What follows belongs to an exercise in optimizing a design on an open flow for small area, a short achievable clock period and few clock cycles per item; a production flow would make more cautious choices.
At most, simulation tests tie the RTL to the original design; equivalence was not proved. The flow treats the clock pin as an ideal source, which a real chip does not have.

==> inputs of run a <==
==> flow/design.v <==
module intra4x4_pred_engine #(
    parameter int PIX_W    = 8,
    parameter int BLK_COLS = 64,
    parameter int BLK_ROWS = 64,
    parameter int ADDR_W   = 14
) (
    input  logic                     clk,
    input  logic                     rst_n,
    input  logic                     start,
    input  logic [1:0]               mode_cfg,
    output logic                     fetch_req,
    output logic [ADDR_W-1:0]        fetch_addr,
    input  logic                     fetch_valid,
    input  logic [4*PIX_W-1:0]       fetch_data,
    output logic                     res_valid,
    input  logic                     res_ready,
    output logic [16*(PIX_W+1)-1:0]  res_data,
    output logic [1:0]               res_mode,
    output logic [PIX_W+3:0]         res_sad,
    output logic                     busy,
    output logic                     frame_done
);
    localparam int RES_W = PIX_W + 1;
    localparam int SAD_W = PIX_W + 4;
    localparam int ROW_W = 4 * PIX_W;
    localparam int COL_W = $clog2(BLK_COLS);
    localparam int BR_W  = $clog2(BLK_ROWS);
    localparam int CNT_W = BR_W + COL_W + 2;           
    localparam int NROWS = BLK_ROWS * BLK_COLS * 4;    
    localparam int RING  = BLK_COLS * 4;               
    localparam int LAG_W = $clog2(RING);
    localparam int WTAP  = 8;                          
    logic               running;        
    logic               idle;           
    logic               nreq;           
    logic               nvalid;         
    logic [1:0]         mode_q;
    logic [CNT_W-1:0]   fcnt;           
    logic [CNT_W-1:0]   fcnt_inc;       
    logic               flast;          
    logic               fdone;          
    logic [CNT_W:0]     ecnt;           
    logic [LAG_W-1:0]   lag;            
    logic               lagz;           
    logic               lastres;        
    logic [ROW_W-1:0]   fifo [4];
    logic [1:0]         wptr, rptr, rptr_n;
    logic [2:0]         fcount, fcount_n;
    logic               fnz;            
    logic               xfer, ev, pop, hs;
    logic [1:0]         er;             
    logic               e_flush;        
    logic               e_flush_ok;     
    logic               e_res;          
    assign xfer       = !nreq && fetch_valid;
    assign hs         = !nvalid && res_ready;
    assign er         = ecnt[1:0];
    assign e_flush    = ecnt[CNT_W];
    assign e_flush_ok = (ecnt[CNT_W-1:2] == '0) && (er != 2'd3);
    assign e_res      = (er == 2'd2) && (ecnt[CNT_W:2] != '0);
    assign ev         = !idle && lagz && (e_flush ? e_flush_ok : fnz) && !(e_res && !nvalid);
    assign pop        = ev && !e_flush;
    assign rptr_n     = rptr + 2'(pop);
    logic [2:0]         fc_x, fc_nx;    
    logic               fr_x, fr_nx;    
    assign fc_x       = fcount + 3'd1 - 3'(pop);
    assign fc_nx      = fcount - 3'(pop);
    assign fcount_n   = xfer ? fc_x : fc_nx;
    assign fr_x       = !(fdone || flast) && (fc_x != 3'd4);
    assign fr_nx      = !fdone && (fc_nx != 3'd4);
    assign fetch_addr = {fcnt[CNT_W-1 -: BR_W], fcnt[1:0], fcnt[2 +: COL_W]};
    assign busy       = running;
    always_ff @(posedge clk or negedge rst_n) begin
        if (!rst_n) begin
            running    <= 1'b0;
            idle       <= 1'b1;
            nreq       <= 1'b1;
            nvalid     <= 1'b1;
            fetch_req  <= 1'b0;
            res_valid  <= 1'b0;
            frame_done <= 1'b0;
        end else begin
            frame_done <= hs && lastres;
            if (idle) begin
                if (start) begin
                    running   <= 1'b1;
                    idle      <= 1'b0;
                    nreq      <= 1'b0;
                    fetch_req <= 1'b1;
                end
            end else begin
                if (nreq) begin
                    fetch_req <= fr_nx;
                    nreq      <= !fr_nx;
                end else begin
                    fetch_req <= fetch_valid ? fr_x : 1'b1;
                    nreq      <= fetch_valid ? !fr_x : 1'b0;
                end
                if (ev && e_res) begin
                    res_valid <= 1'b1;
                    nvalid    <= 1'b0;
                end else if (hs) begin
                    res_valid <= 1'b0;
                    nvalid    <= 1'b1;
                    if (lastres) begin
                        running <= 1'b0;
                        idle    <= 1'b1;
                    end
                end
            end
        end
    end
    always_ff @(posedge clk) begin
        if (idle) begin
            mode_q    <= mode_cfg;
            fcnt      <= '0;
            fcnt_inc  <= CNT_W'(1);
            flast     <= 1'b0;
            fdone     <= 1'b0;
            ecnt      <= '0;
            lag       <= '0;
            lagz      <= 1'b1;
            lastres   <= 1'b0;
            wptr      <= '0;
            rptr      <= '0;
            fcount    <= '0;
            fnz       <= 1'b0;
        end else begin
            if (xfer) begin
                fcnt     <= fcnt_inc;
                fcnt_inc <= fcnt_inc + CNT_W'(1);
                flast    <= (fcnt_inc == CNT_W'(NROWS - 1));
                wptr     <= wptr + 2'd1;
                if (flast) fdone <= 1'b1;
            end
            fcount <= fcount_n;
            fnz    <= xfer ? (fc_x != 3'd0) : (fc_nx != 3'd0);
            rptr   <= rptr_n;
            if (ev) ecnt <= ecnt_n;
            if (ev || ecnt == '0) begin
                lag  <= '0;
                lagz <= 1'b1;
            end else begin
                lag  <= lag + LAG_W'(1);
                lagz <= (lag == LAG_W'(RING - 1));
            end
            if (ev && e_res && e_flush) lastres <= 1'b1;
        end
    end
    logic [ROW_W-1:0]   x_row;
    always_ff @(posedge clk) begin
        if (!nreq) fifo[wptr] <= fetch_data;
        x_row <= (fcount == 3'(pop)) ? fetch_data : fifo[rptr_n];
    end
    logic [ROW_W-1:0]   chain [6];      
    logic [PIX_W-1:0]   lcol  [4];      
    logic [PIX_W-1:0]   dcr, dcr2;
    logic [PIX_W+1:0]   psum;
    logic [SAD_W-1:0]   acc [3];        
    logic [PIX_W:0]     pa  [3];
    logic [PIX_W:0]     pb  [3];
    logic               sa  [3];
    logic               sb  [3];
    logic [1:0]         sel_q;
    logic [SAD_W-1:0]   sad_q;
    logic [PIX_W-1:0]   ring [RING];
    logic               ring_we;
    logic [PIX_W-1:0]   t_q [4];        
    logic [PIX_W+1:0]   sum_t_q;        
    logic [1:0]         er_n;
    assign ring_we = ev && e_res;
    assign er_n    = er + 2'(ev);
    always_ff @(posedge clk) begin
        for (int k = 0; k < RING; k++) begin
            if (k >= WTAP && k < WTAP + 4 && ring_we)
                ring[k] <= chain[2][(k - WTAP)*PIX_W +: PIX_W];
            else
                ring[k] <= ring[(k + RING - 1) % RING];
        end
        for (int c = 0; c < 4; c++) begin
            case (er_n)
                2'd0:    t_q[c] <= ring[c];
                2'd1:    t_q[c] <= ring[c + 1];
                2'd2:    t_q[c] <= ring[c + 2];
                default: t_q[c] <= ring[c + 3];
            endcase
        end
        sum_t_q <= (PIX_W+2)'(ring[RING - 1]) + (PIX_W+2)'(ring[0])
                 + (PIX_W+2)'(ring[1]) + (PIX_W+2)'(ring[2]);
    end
    always_ff @(posedge clk) begin
        if (ev) begin
            chain[0] <= x_row;
            for (int k = 1; k < 6; k++) chain[k] <= chain[k - 1];
            lcol[0] <= chain[5][ROW_W-1 -: PIX_W];
            for (int k = 1; k < 4; k++) lcol[k] <= lcol[k - 1];
        end
    end
    function automatic logic [PIX_W:0] sdiff(input logic [PIX_W-1:0] a,
                                             input logic [PIX_W-1:0] b);
        sdiff = {1'b0, a} - {1'b0, b};
    endfunction
    function automatic logic [PIX_W-1:0] mag(input logic [PIX_W:0] d);
        mag = d[PIX_W-1:0] ^ {PIX_W{d[PIX_W]}};
    endfunction
    logic [PIX_W-1:0]   pred_sad [3][4];
    logic [PIX_W:0]     dd [3][4];
    always_comb begin
        for (int c = 0; c < 4; c++) begin
            pred_sad[0][c] = dcr;
            pred_sad[1][c] = chain[3][ROW_W-1 -: PIX_W];    
            pred_sad[2][c] = t_q[c];
            for (int m = 0; m < 3; m++)
                dd[m][c] = sdiff(x_row[c*PIX_W +: PIX_W], pred_sad[m][c]);
        end
    end
    logic               p_v, p_row0, p_row3, p_tav, p_lav;
    logic               a_v, a_tav, a_lav;
    always_ff @(posedge clk) begin
        p_v    <= pop;
        p_row0 <= (er == 2'd0);
        p_row3 <= (er == 2'd3);
        p_tav  <= (ecnt[2 + COL_W +: BR_W] != '0);
        p_lav  <= (ecnt[2 +: COL_W] != '0);
        for (int m = 0; m < 3; m++) begin
            pa[m] <= (PIX_W+1)'(mag(dd[m][0])) + (PIX_W+1)'(mag(dd[m][1]))
                   + (PIX_W+1)'(dd[m][0][PIX_W]);
            pb[m] <= (PIX_W+1)'(mag(dd[m][2])) + (PIX_W+1)'(mag(dd[m][3]))
                   + (PIX_W+1)'(dd[m][2][PIX_W]);
            sa[m] <= dd[m][1][PIX_W];
            sb[m] <= dd[m][3][PIX_W];
        end
        a_v   <= p_v && p_row3;
        a_tav <= p_tav;
        a_lav <= p_lav;
        if (p_v) begin
            for (int m = 0; m < 3; m++) begin
                acc[m] <= (p_row0 ? SAD_W'(0) : acc[m])
                        + SAD_W'(pa[m]) + SAD_W'(pb[m])
                        + SAD_W'(sa[m]) + SAD_W'(sb[m]);
            end
        end
    end
    logic [COL_W-1:0]   e_bc;
    logic [BR_W-1:0]    e_br;
    logic               n_tav, n_lav;   
    logic [CNT_W:0]     ecnt_n;
    logic [SAD_W-1:0]   dc_sum, dc_tmp;
    assign ecnt_n = ecnt + (CNT_W+1)'(1);
    assign e_bc   = ecnt_n[2 +: COL_W];
    assign e_br   = ecnt_n[2 + COL_W +: BR_W];
    always_ff @(posedge clk) begin
        if (idle) begin
            n_lav <= 1'b1;
            n_tav <= 1'b0;
        end else if (ev) begin
            n_lav <= (e_bc != COL_W'(BLK_COLS - 1));
            n_tav <= (e_br != '0) || (e_bc == COL_W'(BLK_COLS - 1));
        end
    end
    always_comb begin
        dc_sum = SAD_W'(psum) + SAD_W'(x_row[ROW_W-1 -: PIX_W]);
        if (n_tav && n_lav)  dc_tmp = (SAD_W'(sum_t_q) + dc_sum + SAD_W'(4)) >> 3;
        else if (n_tav)      dc_tmp = (SAD_W'(sum_t_q) + SAD_W'(2)) >> 2;
        else if (n_lav)      dc_tmp = (dc_sum + SAD_W'(2)) >> 2;
        else                 dc_tmp = SAD_W'(1) << (PIX_W - 1);
    end
    always_ff @(posedge clk) begin
        if (idle) begin
            dcr  <= 8'd128;                                  
        end else if (ev && er == 2'd3) begin
            dcr  <= dc_tmp[PIX_W-1:0];
            dcr2 <= dcr;
        end
        if (ev && er == 2'd2)
            psum <= (PIX_W+2)'(x_row[ROW_W-1 -: PIX_W])
                  + (PIX_W+2)'(chain[0][ROW_W-1 -: PIX_W])
                  + (PIX_W+2)'(chain[1][ROW_W-1 -: PIX_W]);
    end
    logic [1:0]         sel;
    logic [SAD_W-1:0]   sad_sel;
    logic               v_lt_dc, h_lt_dc, h_lt_v, pick_v, pick_h;
    always_comb begin
        v_lt_dc = acc[2] < acc[0];
        h_lt_dc = acc[1] < acc[0];
        h_lt_v  = acc[1] < acc[2];
        pick_v  = a_tav && v_lt_dc;
        pick_h  = a_lav && (pick_v ? h_lt_v : h_lt_dc);
        sel = 2'b00;
        case (mode_q)
            2'b01: if (a_lav) sel = 2'b01;
            2'b10: if (a_tav) sel = 2'b10;
            2'b11: sel = pick_h ? 2'b01 : (pick_v ? 2'b10 : 2'b00);
            default: sel = 2'b00;
        endcase
        case (sel)
            2'b01:   sad_sel = acc[1];
            2'b10:   sad_sel = acc[2];
            default: sad_sel = acc[0];
        endcase
    end
    always_ff @(posedge clk) begin
        if (a_v) begin
            sel_q <= sel;
            sad_q <= sad_sel;
        end
    end
    logic [PIX_W-1:0]   pred;
    logic [16*RES_W-1:0] res_sel;
    function automatic logic [PIX_W:0] rsub(input logic [PIX_W-1:0] a,
                                            input logic [PIX_W-1:0] b);
        logic cy;
        cy = 1'b1;
        for (int i = 0; i < PIX_W; i++) begin
            rsub[i] = a[i] ^ ~b[i] ^ cy;
            cy      = (a[i] & ~b[i]) | (cy & (a[i] ^ ~b[i]));
        end
        rsub[PIX_W] = ~cy;
    endfunction
    always_comb begin
        res_sel = '0;
        for (int r = 0; r < 4; r++) begin
            for (int c = 0; c < 4; c++) begin
                case (sel_q)
                    2'b01:   pred = lcol[3 - r];
                    2'b10:   pred = ring[WTAP - 1 + c];
                    default: pred = dcr2;
                endcase
                res_sel[(4*r + c)*RES_W +: RES_W] =
                    rsub(chain[5 - r][c*PIX_W +: PIX_W], pred);
            end
        end
    end
    always_ff @(posedge clk) begin
        if (ev && e_res) begin
            res_data <= res_sel;
            res_mode <= sel_q;
            res_sad  <= sad_q;
        end
    end
endmodule
==> flow/flow/run.sh <==
#!/bin/bash
# Standard ORFS layout with a larger setup repair margin, no CTS dummy loads, larger sink clusters.
bash standard.sh SETUP_SLACK_MARGIN=14.6 "CTS_ARGS=-sink_clustering_enable -repair_clock_nets -dont_use_dummy_load -sink_clustering_size 30 -sink_clustering_max_diameter 80" finish > standard.log 2>&1
==> flow/standard.sh <==
#!/bin/bash
# synth_recipe.tcl (not shown) runs the flow's synth.tcl, then flattens the netlist and writes it again
# the make line also repeats each setting of config.mk as NAME=value (left out here)
make -C /OpenROAD-flow-scripts/flow DESIGN_CONFIG=/design/flow/config.mk WORK_HOME=/design/flow/orfs CLKGATE_MAP_FILE= SYNTH_SCRIPT=/design/flow/synth_recipe.tcl "${@:-finish}"
==> flow/config.mk <==
export PLATFORM = sky130hd
export DESIGN_NAME = intra4x4_pred_engine
export DESIGN_NICKNAME = intra4x4_pred_engine
export VERILOG_FILES = /design/flow/design.v
export SDC_FILE = /design/flow/constraint.sdc
export NUM_CORES = 4
export LEC_CHECK = 0
export CAP_MARGIN = 20
export CORE_MARGIN = 2
export CORE_UTILIZATION = 40
export SLEW_MARGIN = 20
==> flow/constraint.sdc <==
create_clock -name core_clock -period 20.0 [get_ports {clk}]
set_input_delay 4.0000 -clock core_clock [delete_from_list [all_inputs] [get_ports {clk}]]
set_output_delay 4.0000 -clock core_clock [all_outputs]
set_load 0.01 [all_outputs]
==> run b (differences from run a) <==
--- a/flow/design.v
+++ b/flow/design.v
@@ -60,3 +60,3 @@
     assign e_res      = (er == 2'd2) && (ecnt[CNT_W:2] != '0);
-    assign ev         = !idle && lagz && (e_flush ? e_flush_ok : fnz) && !(e_res && !nvalid);
+    assign ev         = lagz && (e_flush ? e_flush_ok : fnz) && !(e_res && !nvalid);
     assign pop        = ev && !e_flush;
@@ -78,2 +78,15 @@
             nvalid     <= 1'b1;
+            mode_q     <= '0;
+            fcnt       <= '0;
+            fcnt_inc   <= CNT_W'(1);
+            flast      <= 1'b0;
+            fdone      <= 1'b0;
+            ecnt       <= '0;
+            lag        <= '0;
+            lagz       <= 1'b1;
+            lastres    <= 1'b0;
+            wptr       <= '0;
+            rptr       <= '0;
+            fcount     <= '0;
+            fnz        <= 1'b0;
             fetch_req  <= 1'b0;
@@ -88,2 +101,15 @@
                     nreq      <= 1'b0;
+                    mode_q    <= mode_cfg;
+                    fcnt      <= '0;
+                    fcnt_inc  <= CNT_W'(1);
+                    flast     <= 1'b0;
+                    fdone     <= 1'b0;
+                    ecnt      <= '0;
+                    lag       <= '0;
+                    lagz      <= 1'b1;
+                    lastres   <= 1'b0;
+                    wptr      <= '0;
+                    rptr      <= '0;
+                    fcount    <= '0;
+                    fnz       <= 1'b0;
                     fetch_req <= 1'b1;
@@ -91,2 +117,20 @@
             end else begin
+                if (xfer) begin
+                    fcnt     <= fcnt_inc;
+                    fcnt_inc <= fcnt_inc + CNT_W'(1);
+                    flast    <= (fcnt_inc == CNT_W'(NROWS - 1));
+                    wptr     <= wptr + 2'd1;
+                    if (flast) fdone <= 1'b1;
+                end
+                fcount <= fcount_n;
+                fnz    <= xfer ? (fc_x != 3'd0) : (fc_nx != 3'd0);
+                rptr   <= rptr_n;
+                if (ev) ecnt <= ecnt_n;
+                if (ev || ecnt == '0) begin
+                    lag  <= '0;
+                    lagz <= 1'b1;
+                end else begin
+                    lag  <= lag + LAG_W'(1);
+                    lagz <= (lag == LAG_W'(RING - 1));
+                end
                 if (nreq) begin
@@ -101,2 +145,3 @@
                     nvalid    <= 1'b0;
+                    if (e_flush) lastres <= 1'b1;
                 end else if (hs) begin
@@ -112,39 +157,2 @@
     end
-    always_ff @(posedge clk) begin
-        if (idle) begin
-            mode_q    <= mode_cfg;
-            fcnt      <= '0;
-            fcnt_inc  <= CNT_W'(1);
-            flast     <= 1'b0;
-            fdone     <= 1'b0;
-            ecnt      <= '0;
-            lag       <= '0;
-            lagz      <= 1'b1;
-            lastres   <= 1'b0;
-            wptr      <= '0;
-            rptr      <= '0;
-            fcount    <= '0;
-            fnz       <= 1'b0;
-        end else begin
-            if (xfer) begin
-                fcnt     <= fcnt_inc;
-                fcnt_inc <= fcnt_inc + CNT_W'(1);
-                flast    <= (fcnt_inc == CNT_W'(NROWS - 1));
-                wptr     <= wptr + 2'd1;
-                if (flast) fdone <= 1'b1;
-            end
-            fcount <= fcount_n;
-            fnz    <= xfer ? (fc_x != 3'd0) : (fc_nx != 3'd0);
-            rptr   <= rptr_n;
-            if (ev) ecnt <= ecnt_n;
-            if (ev || ecnt == '0) begin
-                lag  <= '0;
-                lagz <= 1'b1;
-            end else begin
-                lag  <= lag + LAG_W'(1);
-                lagz <= (lag == LAG_W'(RING - 1));
-            end
-            if (ev && e_res && e_flush) lastres <= 1'b1;
-        end
-    end
     logic [ROW_W-1:0]   x_row;
@@ -309,12 +317,2 @@
     logic [16*RES_W-1:0] res_sel;
-    function automatic logic [PIX_W:0] rsub(input logic [PIX_W-1:0] a,
-                                            input logic [PIX_W-1:0] b);
-        logic cy;
-        cy = 1'b1;
-        for (int i = 0; i < PIX_W; i++) begin
-            rsub[i] = a[i] ^ ~b[i] ^ cy;
-            cy      = (a[i] & ~b[i]) | (cy & (a[i] ^ ~b[i]));
-        end
-        rsub[PIX_W] = ~cy;
-    endfunction
     always_comb begin
@@ -329,3 +327,3 @@
                 res_sel[(4*r + c)*RES_W +: RES_W] =
-                    rsub(chain[5 - r][c*PIX_W +: PIX_W], pred);
+                    {1'b0, chain[5 - r][c*PIX_W +: PIX_W]} - {1'b0, pred};
             end
==> flow/flow/run.sh (replaced) <==
#!/bin/bash
# Standard ORFS layout with a larger setup repair margin, no CTS dummy loads, larger sink clusters.
bash standard.sh SETUP_SLACK_MARGIN=14.6 "CTS_ARGS=-sink_clustering_enable -repair_clock_nets -dont_use_dummy_load -sink_clustering_size 30 -sink_clustering_max_diameter 100" finish > standard.log 2>&1
==> results.txt <==
quantity                                                               run b            run a
Number of placement rows                                                 169              167
Slack of the worst reg-to-reg path                                  15.12 ns         14.95 ns
Mapped Nets                                                            6,215            5,835
Die span in y                                                    465 microns      460 microns
Die width                                                        465 microns      460 microns
Synthesized netlist cell count                                         5,695            5,331
Endpoint of the worst setup timing path                        res_data[138]      res_mode[0]
Final setup slack of the worst path                                 14.62 ns         14.50 ns
Average routed wire per standard cell                           18.9 microns     18.0 microns
Worst setup startpoint                                         res_data[138]      res_mode[0]
Fraction of layout instances using a drive strength above 1            8.17%            9.19%
Status                                                        finished clean   finished clean
Routing layer with the top usage in global route                        met2             met1
Number of instances in the placed design                               8,681            8,197
Final critical delay including setup and external delays             5.38 ns          5.50 ns
Routability-driven placement congestion ratio                          0.839            0.832
Post-DP HPWL                                                 117,000 microns  103,000 microns
First-pass GRT wire length                                   252,000 microns  228,000 microns
Compound-Gate Fraction of Synth Area                                   6.14%            4.76%
Fraction of area in multi-input gates                                  22.2%            20.4%
Area of the placeable core                                     212,000 sq um    207,000 sq um
Final Core Density                                                     43.8%            44.0%
Post-route insts no fill                                               8,803            8,323
Testbench counts of run a, summed over its fixed seeds: cycles 262,240, blocks 65,536.
For run b, only the layout was checked, not whether the RTL still works.

separate check: timing with driven ports:
The flow's constraints put no driver on any port. The routed layouts listed below were extracted and timed again, unchanged, in two steps. Step 1, drivers: a clkbuf_16 drives clk and a buf_2 each remaining input, both assumed. Step 2 times the ports against the registers' clock, not the clock port: input delays grow and output delays shrink by t, the midpoint of the rising clock arrivals with the driver on. a / b / c = ideal / step 1 / step 2; a / b = the first two.
| run | shift t [ns] | setup WS [ns] | worst data-port slew with drivers (ns) |
|---|---|---|---|
| run a | 0.819 | 14.500 / 14.414 / 14.092 | 0.08 |
| run b | 0.842 | 14.616 / 14.519 / 13.887 | 0.12 |
After both steps every run listed still meets setup and hold. The setup slack of run b, which loses most, moves by -0.097 ns with the drivers and by -0.729 ns with both steps.
